From an optimization exercise on the open Yosys and OpenROAD flow, aimed at small area, a short achievable clock period and few clock cycles per item; shortcuts taken in it are not production practice.
RTL that was checked went through simulation tests only; none was proved equivalent to the original.
Power and IR drop assume default switching activity.

==> 03-11: inputs <==
## multiplierTop
module multiplierTop (
	input logic clk,
	input logic reset,
	input logic inValid,
	output logic inReady,
	input logic [35:0] inOperands,
	output logic outValid,
	input logic outReady,
	output logic [35:0] outProduct
);
Settings: LEC_CHECK=0, CAP_MARGIN=20, CORE_MARGIN=2, CORE_UTILIZATION=40, SETUP_SLACK_MARGIN=3.0, SLEW_MARGIN=20; clock period 5.0 ns.
run.sh (not shown) runs the stock make flow with config.mk's settings and CLKGATE_MAP_FILE= SYNTH_SCRIPT=/design/flow/synth_recipe.tcl, a recipe that flattens the netlist after the stock synthesis.
==> inputs of 11-20, as changes to 03-11 <==
--- a/flow/config.mk
+++ b/flow/config.mk
@@ -6,7 +6,9 @@
 export NUM_CORES = 4
 export LEC_CHECK = 0
+export ABC_AREA = 1
 export CAP_MARGIN = 20
 export CORE_MARGIN = 2
 export CORE_UTILIZATION = 40
-export SETUP_SLACK_MARGIN = 3.0
+export SETUP_SLACK_MARGIN = 2.8
 export SLEW_MARGIN = 20
+export TNS_END_PERCENT = 0
==> results.toml <==
[run_status]
status = "timing/DRC/antenna clean"

[timing]
hold_ws_ps = 412

[finish]
final_util = 0.466

[critical_path]
cp_slowest_cell = "fa_1"

[logic_synthesis]
syn_nets = 1886

[power]
p_int_mw = 8.59
The numbers above come from 11-20.

==> results.toml <==
[run_status]
status = "timing/DRC/antenna clean"

[timing]
hold_ws_ps = 413

[placed_design]
portBuffers = 77

[finish]
final_util = 0.534

[logic_synthesis]
syn_nets = 1584

[critical_path]
reg2reg_to = "mulCore_inst.r1_459$_DFFE_PP_"
cp_slowest_cell = "fa_2"

[power]
p_int_mw = 9.32
The numbers above come from 03-11.

Testbench counts of 03-11, summed over its fixed seeds: cycles 32,048, items 32,000.
Testbench counts of 11-20, summed over its fixed seeds: cycles 32,048, items 32,000.

========
==> v16 <==
Another version of the RTL of multiplierTop (not shown whole).
==> module multiplierTop, before the edit <==
module multiplierTop (
	input logic clk,
	input logic reset,
	input logic inValid,
	output logic inReady,
	input logic [35:0] inOperands,
	output logic outValid,
	input logic outReady,
	output logic [35:0] outProduct
);
	localparam int coreStages = 3;
	localparam int frontStages = coreStages + 1;
	localparam int backStages = mulPkg::capacity - frontStages - 1;
	localparam int width = mulPkg::productWidth;
	logic [frontStages:1] frontValid;
	logic [frontStages+1:1] frontReady;
	logic [width-1:0] coreProd;
	logic [width-1:0] frontProd;
	logic skidValid;
	logic [width-1:0] skidData;
	logic send;
	logic [width-1:0] backIn;
	logic [backStages:1] backValid;
	logic [backStages+1:1] backReady;
	logic [width-1:0] backData [backStages:1];
	assign frontReady[frontStages+1] = !skidValid;
	for (genvar k = 1; k <= frontStages; k++) begin : frontReadyChain
		assign frontReady[k] = !frontValid[k] || frontReady[k+1];
	end
	assign inReady = frontReady[1];
	always_ff @(posedge clk) begin
		if (reset) begin
			frontValid <= '0;
		end else begin
			if (frontReady[1]) begin
				frontValid[1] <= inValid;
			end
			for (int k = 2; k <= frontStages; k++) begin
				if (frontReady[k]) begin
					frontValid[k] <= frontValid[k-1];
				end
			end
		end
	end
	mulCore mulCore_inst (
		.clk(clk),
		.en(frontReady[coreStages:1]),
		.ops(inOperands),
		.prod(coreProd)
	);
	always_ff @(posedge clk) begin
		if (frontReady[frontStages]) begin
			frontProd <= coreProd;
		end
	end
	assign send = frontValid[frontStages] && !skidValid;
	assign backIn = skidValid ? skidData : frontProd;
	always_ff @(posedge clk) begin
		if (reset) begin
			skidValid <= 1'b0;
		end else if (skidValid) begin
			skidValid <= !backReady[1];
		end else begin
			skidValid <= send && !backReady[1];
		end
	end
	always_ff @(posedge clk) begin
		if (!skidValid) begin
			skidData <= frontProd;
		end
	end
	assign backReady[backStages+1] = outReady;
	for (genvar k = 1; k <= backStages; k++) begin : backReadyChain
		assign backReady[k] = !backValid[k] || backReady[k+1];
	end
	always_ff @(posedge clk) begin
		if (reset) begin
			backValid <= '0;
		end else begin
			if (backReady[1]) begin
				backValid[1] <= skidValid || send;
			end
			for (int k = 2; k <= backStages; k++) begin
				if (backReady[k]) begin
					backValid[k] <= backValid[k-1];
				end
			end
		end
	end
	always_ff @(posedge clk) begin
		if (backReady[1]) begin
			backData[1] <= backIn;
		end
		for (int k = 2; k <= backStages; k++) begin
			if (backReady[k]) begin
				backData[k] <= backData[k-1];
			end
		end
	end
	assign outValid = backValid[backStages];
	assign outProduct = backData[backStages];
endmodule
Settings: LEC_CHECK=0, CAP_MARGIN=20, CORE_MARGIN=2, CORE_UTILIZATION=40, CTS_CLUSTER_DIAMETER=75, CTS_CLUSTER_SIZE=35, SETUP_SLACK_MARGIN=2.8, SLEW_MARGIN=20, TNS_END_PERCENT=0; clock period 5.0 ns.
==> v33 (differences from v16) <==
--- a/flow/design.v
+++ b/flow/design.v
@@ -1411,95 +1411,68 @@
 	output logic [35:0] outProduct
 );
 	localparam int coreStages = 3;
-	localparam int frontStages = coreStages + 1;
-	localparam int backStages = mulPkg::capacity - frontStages - 1;
+	localparam int stages = mulPkg::capacity - 1;
 	localparam int width = mulPkg::productWidth;
-	logic [frontStages:1] frontValid;
-	logic [frontStages+1:1] frontReady;
+	logic [stages:1] valid;
+	logic [stages+1:1] ready;
+	logic [35:0] coreIn;
+	logic coreInValid;
 	logic [width-1:0] coreProd;
-	logic [width-1:0] frontProd;
-	logic skidValid;
-	logic [width-1:0] skidData;
-	logic send;
-	logic [width-1:0] backIn;
-	logic [backStages:1] backValid;
-	logic [backStages+1:1] backReady;
-	logic [width-1:0] backData [backStages:1];
-	assign frontReady[frontStages+1] = !skidValid;
-	for (genvar k = 1; k <= frontStages; k++) begin : frontReadyChain
-		assign frontReady[k] = !frontValid[k] || frontReady[k+1];
-	end
-	assign inReady = frontReady[1];
-	always_ff @(posedge clk) begin
-		if (reset) begin
-			frontValid <= '0;
-		end else begin
-			if (frontReady[1]) begin
-				frontValid[1] <= inValid;
-			end
-			for (int k = 2; k <= frontStages; k++) begin
-				if (frontReady[k]) begin
-					frontValid[k] <= frontValid[k-1];
-				end
-			end
-		end
-	end
-	mulCore mulCore_inst (
-		.clk(clk),
-		.en(frontReady[coreStages:1]),
-		.ops(inOperands),
-		.prod(coreProd)
-	);
-	always_ff @(posedge clk) begin
-		if (frontReady[frontStages]) begin
-			frontProd <= coreProd;
-		end
+	logic [width-1:0] prodReg [stages:coreStages+1];
+	assign ready[stages+1] = outReady;
+	for (genvar k = 1; k <= stages; k++) begin : readyChain
+		assign ready[k] = !valid[k] || ready[k+1];
 	end
-	assign send = frontValid[frontStages] && !skidValid;
-	assign backIn = skidValid ? skidData : frontProd;
+	logic skidValid;
+	logic [35:0] skidData;
+	assign inReady = !skidValid;
+	assign coreIn = skidValid ? skidData : inOperands;
+	assign coreInValid = skidValid || inValid;
 	always_ff @(posedge clk) begin
 		if (reset) begin
 			skidValid <= 1'b0;
 		end else if (skidValid) begin
-			skidValid <= !backReady[1];
+			skidValid <= !ready[1];
 		end else begin
-			skidValid <= send && !backReady[1];
+			skidValid <= inValid && !ready[1];
 		end
 	end
 	always_ff @(posedge clk) begin
 		if (!skidValid) begin
-			skidData <= frontProd;
+			skidData <= inOperands;
 		end
 	end
-	assign backReady[backStages+1] = outReady;
-	for (genvar k = 1; k <= backStages; k++) begin : backReadyChain
-		assign backReady[k] = !backValid[k] || backReady[k+1];
-	end
 	always_ff @(posedge clk) begin
 		if (reset) begin
-			backValid <= '0;
+			valid <= '0;
 		end else begin
-			if (backReady[1]) begin
-				backValid[1] <= skidValid || send;
+			if (ready[1]) begin
+				valid[1] <= coreInValid;
 			end
-			for (int k = 2; k <= backStages; k++) begin
-				if (backReady[k]) begin
-					backValid[k] <= backValid[k-1];
+			for (int k = 2; k <= stages; k++) begin
+				if (ready[k]) begin
+					valid[k] <= valid[k-1];
 				end
 			end
 		end
 	end
+	mulCore mulCore_inst (
+		.clk(clk),
+		.en(ready[(coreStages > 0 ? coreStages : 1):1]),
+		.ops(coreIn),
+		.prod(coreProd)
+	);
 	always_ff @(posedge clk) begin
-		if (backReady[1]) begin
-			backData[1] <= backIn;
+		if (ready[coreStages+1]) begin
+			prodReg[coreStages+1] <= coreProd;
 		end
-		for (int k = 2; k <= backStages; k++) begin
-			if (backReady[k]) begin
-				backData[k] <= backData[k-1];
+		for (int k = coreStages + 2; k <= stages; k++) begin
+			if (ready[k]) begin
+				prodReg[k] <= prodReg[k-1];
 			end
 		end
 	end
-	assign outValid = backValid[backStages];
-	assign outProduct = backData[backStages];
+	assign outValid = valid[stages];
+	assign outProduct = prodReg[stages];
 endmodule
 `default_nettype wire
CTS_CLUSTER_DIAMETER = not set   (was 75)
CTS_CLUSTER_SIZE = not set   (was 35)
TNS_END_PERCENT = 10   (was 0)
==> v11 (differences from v16) <==
--- a/flow/design.v
+++ b/flow/design.v
@@ -1429,7 +1429,22 @@
 	for (genvar k = 1; k <= frontStages; k++) begin : frontReadyChain
 		assign frontReady[k] = !frontValid[k] || frontReady[k+1];
 	end
-	assign inReady = frontReady[1];
+	logic [frontStages:1] frontValidNext;
+	logic skidValidNext;
+	always_comb begin
+		frontValidNext[1] = frontReady[1] ? inValid : frontValid[1];
+		for (int k = 2; k <= frontStages; k++) begin
+			frontValidNext[k] = frontReady[k] ? frontValid[k-1] : frontValid[k];
+		end
+		skidValidNext = skidValid ? !backReady[1] : (send && !backReady[1]);
+	end
+	always_ff @(posedge clk) begin
+		if (reset) begin
+			inReady <= 1'b1;
+		end else begin
+			inReady <= !(&frontValidNext) || !skidValidNext;
+		end
+	end
 	always_ff @(posedge clk) begin
 		if (reset) begin
 			frontValid <= '0;
CTS_CLUSTER_DIAMETER = 70   (was 75)
CTS_CLUSTER_SIZE = 30   (was 35)
TNS_END_PERCENT = not set   (was 0)
==> v39 (differences from v16) <==
--- a/flow/design.v
+++ b/flow/design.v
@@ -1411,95 +1411,68 @@
 	output logic [35:0] outProduct
 );
 	localparam int coreStages = 3;
-	localparam int frontStages = coreStages + 1;
-	localparam int backStages = mulPkg::capacity - frontStages - 1;
+	localparam int stages = mulPkg::capacity - 1;
 	localparam int width = mulPkg::productWidth;
-	logic [frontStages:1] frontValid;
-	logic [frontStages+1:1] frontReady;
+	logic [stages:1] valid;
+	logic [stages+1:1] ready;
+	logic [35:0] coreIn;
+	logic coreInValid;
 	logic [width-1:0] coreProd;
-	logic [width-1:0] frontProd;
-	logic skidValid;
-	logic [width-1:0] skidData;
-	logic send;
-	logic [width-1:0] backIn;
-	logic [backStages:1] backValid;
-	logic [backStages+1:1] backReady;
-	logic [width-1:0] backData [backStages:1];
-	assign frontReady[frontStages+1] = !skidValid;
-	for (genvar k = 1; k <= frontStages; k++) begin : frontReadyChain
-		assign frontReady[k] = !frontValid[k] || frontReady[k+1];
-	end
-	assign inReady = frontReady[1];
-	always_ff @(posedge clk) begin
-		if (reset) begin
-			frontValid <= '0;
-		end else begin
-			if (frontReady[1]) begin
-				frontValid[1] <= inValid;
-			end
-			for (int k = 2; k <= frontStages; k++) begin
-				if (frontReady[k]) begin
-					frontValid[k] <= frontValid[k-1];
-				end
-			end
-		end
-	end
-	mulCore mulCore_inst (
-		.clk(clk),
-		.en(frontReady[coreStages:1]),
-		.ops(inOperands),
-		.prod(coreProd)
-	);
-	always_ff @(posedge clk) begin
-		if (frontReady[frontStages]) begin
-			frontProd <= coreProd;
-		end
+	logic [width-1:0] prodReg [stages:coreStages+1];
+	assign ready[stages+1] = outReady;
+	for (genvar k = 1; k <= stages; k++) begin : readyChain
+		assign ready[k] = !valid[k] || ready[k+1];
 	end
-	assign send = frontValid[frontStages] && !skidValid;
-	assign backIn = skidValid ? skidData : frontProd;
+	logic skidValid;
+	logic [35:0] skidData;
+	assign inReady = !skidValid;
+	assign coreIn = skidValid ? skidData : inOperands;
+	assign coreInValid = skidValid || inValid;
 	always_ff @(posedge clk) begin
 		if (reset) begin
 			skidValid <= 1'b0;
 		end else if (skidValid) begin
-			skidValid <= !backReady[1];
+			skidValid <= !ready[1];
 		end else begin
-			skidValid <= send && !backReady[1];
+			skidValid <= inValid && !ready[1];
 		end
 	end
 	always_ff @(posedge clk) begin
 		if (!skidValid) begin
-			skidData <= frontProd;
+			skidData <= inOperands;
 		end
 	end
-	assign backReady[backStages+1] = outReady;
-	for (genvar k = 1; k <= backStages; k++) begin : backReadyChain
-		assign backReady[k] = !backValid[k] || backReady[k+1];
-	end
 	always_ff @(posedge clk) begin
 		if (reset) begin
-			backValid <= '0;
+			valid <= '0;
 		end else begin
-			if (backReady[1]) begin
-				backValid[1] <= skidValid || send;
+			if (ready[1]) begin
+				valid[1] <= coreInValid;
 			end
-			for (int k = 2; k <= backStages; k++) begin
-				if (backReady[k]) begin
-					backValid[k] <= backValid[k-1];
+			for (int k = 2; k <= stages; k++) begin
+				if (ready[k]) begin
+					valid[k] <= valid[k-1];
 				end
 			end
 		end
 	end
+	mulCore mulCore_inst (
+		.clk(clk),
+		.en(ready[(coreStages > 0 ? coreStages : 1):1]),
+		.ops(coreIn),
+		.prod(coreProd)
+	);
 	always_ff @(posedge clk) begin
-		if (backReady[1]) begin
-			backData[1] <= backIn;
+		if (ready[coreStages+1]) begin
+			prodReg[coreStages+1] <= coreProd;
 		end
-		for (int k = 2; k <= backStages; k++) begin
-			if (backReady[k]) begin
-				backData[k] <= backData[k-1];
+		for (int k = coreStages + 2; k <= stages; k++) begin
+			if (ready[k]) begin
+				prodReg[k] <= prodReg[k-1];
 			end
 		end
 	end
-	assign outValid = backValid[backStages];
-	assign outProduct = backData[backStages];
+	assign outValid = valid[stages];
+	assign outProduct = prodReg[stages];
 endmodule
 `default_nettype wire
CTS_CLUSTER_DIAMETER = not set   (was 75)
CTS_CLUSTER_SIZE = not set   (was 35)
TNS_END_PERCENT = not set   (was 0)
==> notes.md <==
item	v39	v16	v33	v11
Synthesized instance count	1368	1361	1368	1363
Count of cells along the worst register-to-register path	6	5	7	6
Number of flip-flops under the largest register name	108	72	108	72
Largest clock skew in the final design	12.5 ps	24.9 ps	17.6 ps	34.0 ps
WHS	416 ps	423 ps	416 ps	401 ps
Req. time, crit path	5280 ps	5320 ps	5280 ps	5300 ps
Layout overhead on the synthesized area	28.0%	18.1%	24.4%	23.6%
Library cell appearing most often on the critical path	-	sky130_fd_sc_hd__fa_1	-	sky130_fd_sc_hd__fa_2
Number of global-route vias before repair	11600	11200	11500	11600
Status	timing/DRC/antenna clean	timing/DRC/antenna clean	timing/DRC/antenna clean	timing/DRC/antenna clean
Clock group total power	2.71 mW	2.26 mW	2.83 mW	2.13 mW
Flip-flop and latch area	0.0103 mm2	0.0103 mm2	0.0103 mm2	0.0103 mm2
Number of non-clock buffers in the layout	252	185	238	242
VDD IR-drop max	0.213 mV	0.271 mV	0.235 mV	0.285 mV
Endpoint with the worst hold slack	prodReg[5][17]	backData[2][16]	prodReg[4][2]	mulCore_inst.r2_684
DR WL met2	18.9 mm	18.2 mm	18.1 mm	18.4 mm
Die Y-Extent	221 um	221 um	221 um	221 um
Clock-cell share of area	5.03%	4.29%	5.40%	3.60%
Vias	11100	10700	11100	11000
PnR Total Power	13.3 mW	12.5 mW	12.9 mW	13.0 mW
Testbench counts of v33, summed over its fixed seeds: cycles 32,048, items 32,000.
Testbench counts of v11, summed over its fixed seeds: cycles 32,048, items 32,000.
Testbench counts of v39, summed over its fixed seeds: cycles 32,048, items 32,000.
Function not checked in v16: the RTL went through the layout flow alone.

## static timing again, ports no longer ideal
The results above use ideal ports. As a check the final layouts listed here were re-extracted and re-timed, cells and wires unchanged. Step 1 assumes that a clkbuf_16 drives the clock port and a buf_2 every other input. Step 2 moves the port delays by t, midway between the first and last clock arrival at a register: inputs arrive t later, outputs are due t later. That takes back most of the time a late clock gives input paths. Slacks: ideal / step 1 / step 2; pairs: ideal / step 1.
run | t (ns) | slack for setup (ns) | worst setup path after step 2 | worst slew at a driven data input, ns
03-11 | 0.613 | 2.641 / 2.641 / 2.469 | input to register | 0.04
11-20 | 0.623 | 2.546 / 2.530 / 1.999 | input to register | 0.03
v16 | 0.611 | 2.400 / 2.358 / 2.400 | register to register | 0.05
v33 | 0.603 | 2.659 / 2.659 / 2.139 | input to register | 0.04
v11 | 0.612 | 2.710 / 2.710 / 2.375 | input to register | 0.05
v39 | 0.603 | 2.660 / 2.660 / 2.506 | input to register | 0.05
After both steps every run listed still meets setup and hold. For 11-20, which loses most, drivers alone change the setup slack by -0.016 ns; drivers and shift together by -0.547 ns.
